From an optimization exercise on the open Yosys and OpenROAD flow, aimed at small area and a short achievable clock period; shortcuts taken in it are not production practice.
At most, simulation tests tie the RTL to the original design; equivalence was not proved.

## v10
// timing_recovery_top
module timing_recovery_top (
  input  logic               clk,
  input  logic               reset_n,
  input  logic [31:0]        sample_i,     
  output logic [31:0]        sym_o,        
  output logic               sym_valid_o,
  output logic [18:0]        err_o,        
  output logic signed [11:0] ctrl_o
);
==> flow/config.mk <==
export PLATFORM = sky130hd
export DESIGN_NAME = timing_recovery_top
export DESIGN_NICKNAME = timing_recovery_top
export VERILOG_FILES = /design/flow/design.v
export SDC_FILE = /design/flow/constraint.sdc
export NUM_CORES = 4
export LEC_CHECK = 0
export CAP_MARGIN = 20
export CORE_MARGIN = 2
export CORE_UTILIZATION = 40
export SLEW_MARGIN = 20
==> flow/constraint.sdc <==
create_clock -name core_clock -period 12.0 [get_ports {clk}]
set_input_delay 2.4000 -clock core_clock [delete_from_list [all_inputs] [get_ports {clk}]]
set_output_delay 2.4000 -clock core_clock [all_outputs]
set_load 0.01 [all_outputs]
standard.sh (not shown) runs the stock make flow with config.mk's settings and CLKGATE_MAP_FILE= SYNTH_SCRIPT=/design/flow/synth_recipe.tcl, a recipe that flattens the netlist after the stock synthesis.
==> flow/flow/run.sh <==
#!/bin/bash
set -euo pipefail
bash standard.sh SETUP_SLACK_MARGIN=6 finish > standard_flow.log 2>&1
v10: done, clean on timing, DRC and antenna
Inputs modified between v10 and v20:
--- a/flow/design.v
+++ b/flow/design.v
@@ -1,34 +1,33 @@
 `timescale 1ns/100ps
 `default_nettype none
 module gardner_ted (
   input  logic        clk,
   input  logic        reset_n,
   input  logic [31:0] sample_i,       
   input  logic        sym_strobe_i,   
   input  logic        hp_load_i,      
-  input  logic        dsel_i,         
   output logic [18:0] err_o,          
   output logic [31:0] sym_o,          
   output logic        sym_valid_o
 );
   logic [31:0] dline [1:10];
   logic [20:0] hp_q;    
   always_ff @(posedge clk) begin
     dline[1] <= sample_i;
     for (int k = 2; k <= 10; k++) dline[k] <= dline[k-1];
   end
   logic        stb;
   logic [31:0] dg, mm;
   logic [15:0] g_i, g_q, m_i, m_q;
   assign stb = sym_strobe_i;
-  assign dg  = dsel_i ? dline[10] : dline[9];
+  assign dg  = stb ? dline[9] : dline[10];
   assign mm  = sample_i;
   assign g_i = dg[31:16];
   assign g_q = dg[15:0];
   assign m_i = mm[31:16];
   assign m_q = mm[15:0];
   logic [7:0] one_i, two_i, neg_i, one_q, two_q, neg_q;
   always_comb begin
     for (int k = 0; k < 8; k++) begin
       logic b0, b1, b2;
       b0 = (k == 0) ? 1'b0 : g_i[2*k-1];
@@ -1097,22 +1096,21 @@
   assign ctrl_o = ctrl_q;
 endmodule
 `default_nettype wire
 `timescale 1ns/100ps
 `default_nettype none
 module symbol_nco (
   input  logic               clk,
   input  logic               reset_n,
   input  logic signed [11:0] ctrl_i,        
   output logic               sym_strobe_o,  
-  output logic               hp_load_o,     
-  output logic               dsel_o         
+  output logic               hp_load_o      
 );
   localparam int MOD = 81920;   
   logic [16:0] phase;
   logic [12:0] incr;
   logic [16:0] sum;
   logic        wrap;
   logic        strobe_q;
   logic [17:0] ahead;
   logic [2:0]  la_q;    
   assign incr = 13'd4096 + {ctrl_i[11], ctrl_i};   
@@ -1124,58 +1122,54 @@
       phase    <= '0;
       strobe_q <= 1'b0;
     end else begin
       phase    <= wrap ? 17'(sum - 17'(MOD)) : sum;
       strobe_q <= wrap;
     end
     la_q <= {la_q[1:0], (ahead < 18'(MOD))};
   end
   assign sym_strobe_o = strobe_q;
   assign hp_load_o    = la_q[2];
-  assign dsel_o       = la_q[1];
 endmodule
 `default_nettype wire
 `timescale 1ns/100ps
 `default_nettype none
 module timing_recovery_top (
   input  logic               clk,
   input  logic               reset_n,
   input  logic [31:0]        sample_i,     
   output logic [31:0]        sym_o,        
   output logic               sym_valid_o,
   output logic [18:0]        err_o,        
   output logic signed [11:0] ctrl_o
 );
   logic               sym_strobe;   
   logic               hp_load;       
-  logic               dsel;          
   logic [18:0]        err;          
   logic signed [11:0] ctrl;         
   gardner_ted u_ted (
     .clk          (clk),
     .reset_n      (reset_n),
     .sample_i     (sample_i),
     .sym_strobe_i (sym_strobe),
     .hp_load_i     (hp_load),
-    .dsel_i        (dsel),
     .err_o        (err),
     .sym_o        (sym_o),
     .sym_valid_o  (sym_valid_o)
   );
   loop_filter_pi u_lf (
     .clk     (clk),
     .reset_n (reset_n),
     .err_i   (err),
     .ctrl_o  (ctrl)
   );
   symbol_nco u_nco (
     .clk          (clk),
     .reset_n      (reset_n),
     .ctrl_i       (ctrl),
     .sym_strobe_o (sym_strobe),
-    .hp_load_o     (hp_load),
-    .dsel_o        (dsel)
+    .hp_load_o     (hp_load)
   );
   assign err_o  = err;
   assign ctrl_o = ctrl;
 endmodule
 `default_nettype wire
--- outcome ---
A startpoint-to-endpoint class of the critical path of flop to primary output is what v10 shows, while input port to flop belongs to v20. ~same clock-pin slew of the registers on the worst-case setup and hold paths in v20 and v10. From v10 to v20 the numbers moved as follows: final cell count without fillers shrank by about 0.7%; synthesized area now sits lower; fraction of standard cell area that is sequential higher; worst hold slack about even. Max clock skew across v20 and v10: v20. Instance area after placement (v20 over v10): decrease, about 0.54%. Relative to v10, the routed wire length of v20 is higher by about 1.2%. Estimated wirelength of the detail-placed design (v20 over v10): decrease, 0.37%. As far as post-synthesis compound-gate area fraction is concerned, v10 and v20 perform about the same. | non-clock buffer count | higher: v20 |. The die of v20 is smaller than the one used in v10.
For v10, only the layout was checked, not whether the RTL still works.

-- re-timing with driven ports --
No port has a modelled driver above. Below, the same layouts with a new extraction and two added sets of constraints. Step 1 sets driving cells, clkbuf_16 on the clock port and buf_2 on the other inputs (assumed; they add their load-dependent delay and slew). Step 2 moves the port delays by t, midway between the first and last clock arrival at a register: inputs arrive t later, outputs are due t later. That takes back most of the time a late clock gives input paths. Slacks: ideal ports / drivers / drivers and shift; pairs: ideal ports / drivers.
run | t (ns) | setup WS [ns] | hold slack, ns | latest minus earliest clock arrival (ns) | slew at the worst register clock pin (ns)
v10 | 0.635 | 6.005 / 5.940 / 5.416 | 0.316 / 0.316 / 0.316 | 0.018 / 0.018 | 0.07 / 0.07
v20 | 0.635 | 6.085 / 6.086 / 5.481 | 0.317 / 0.317 / 0.317 | 0.027 / 0.026 | 0.06 / 0.06
After both steps every run listed still meets setup and hold. The setup slack of v20, which loses most, moves by +0.001 ns with the drivers and by -0.604 ns with both steps.
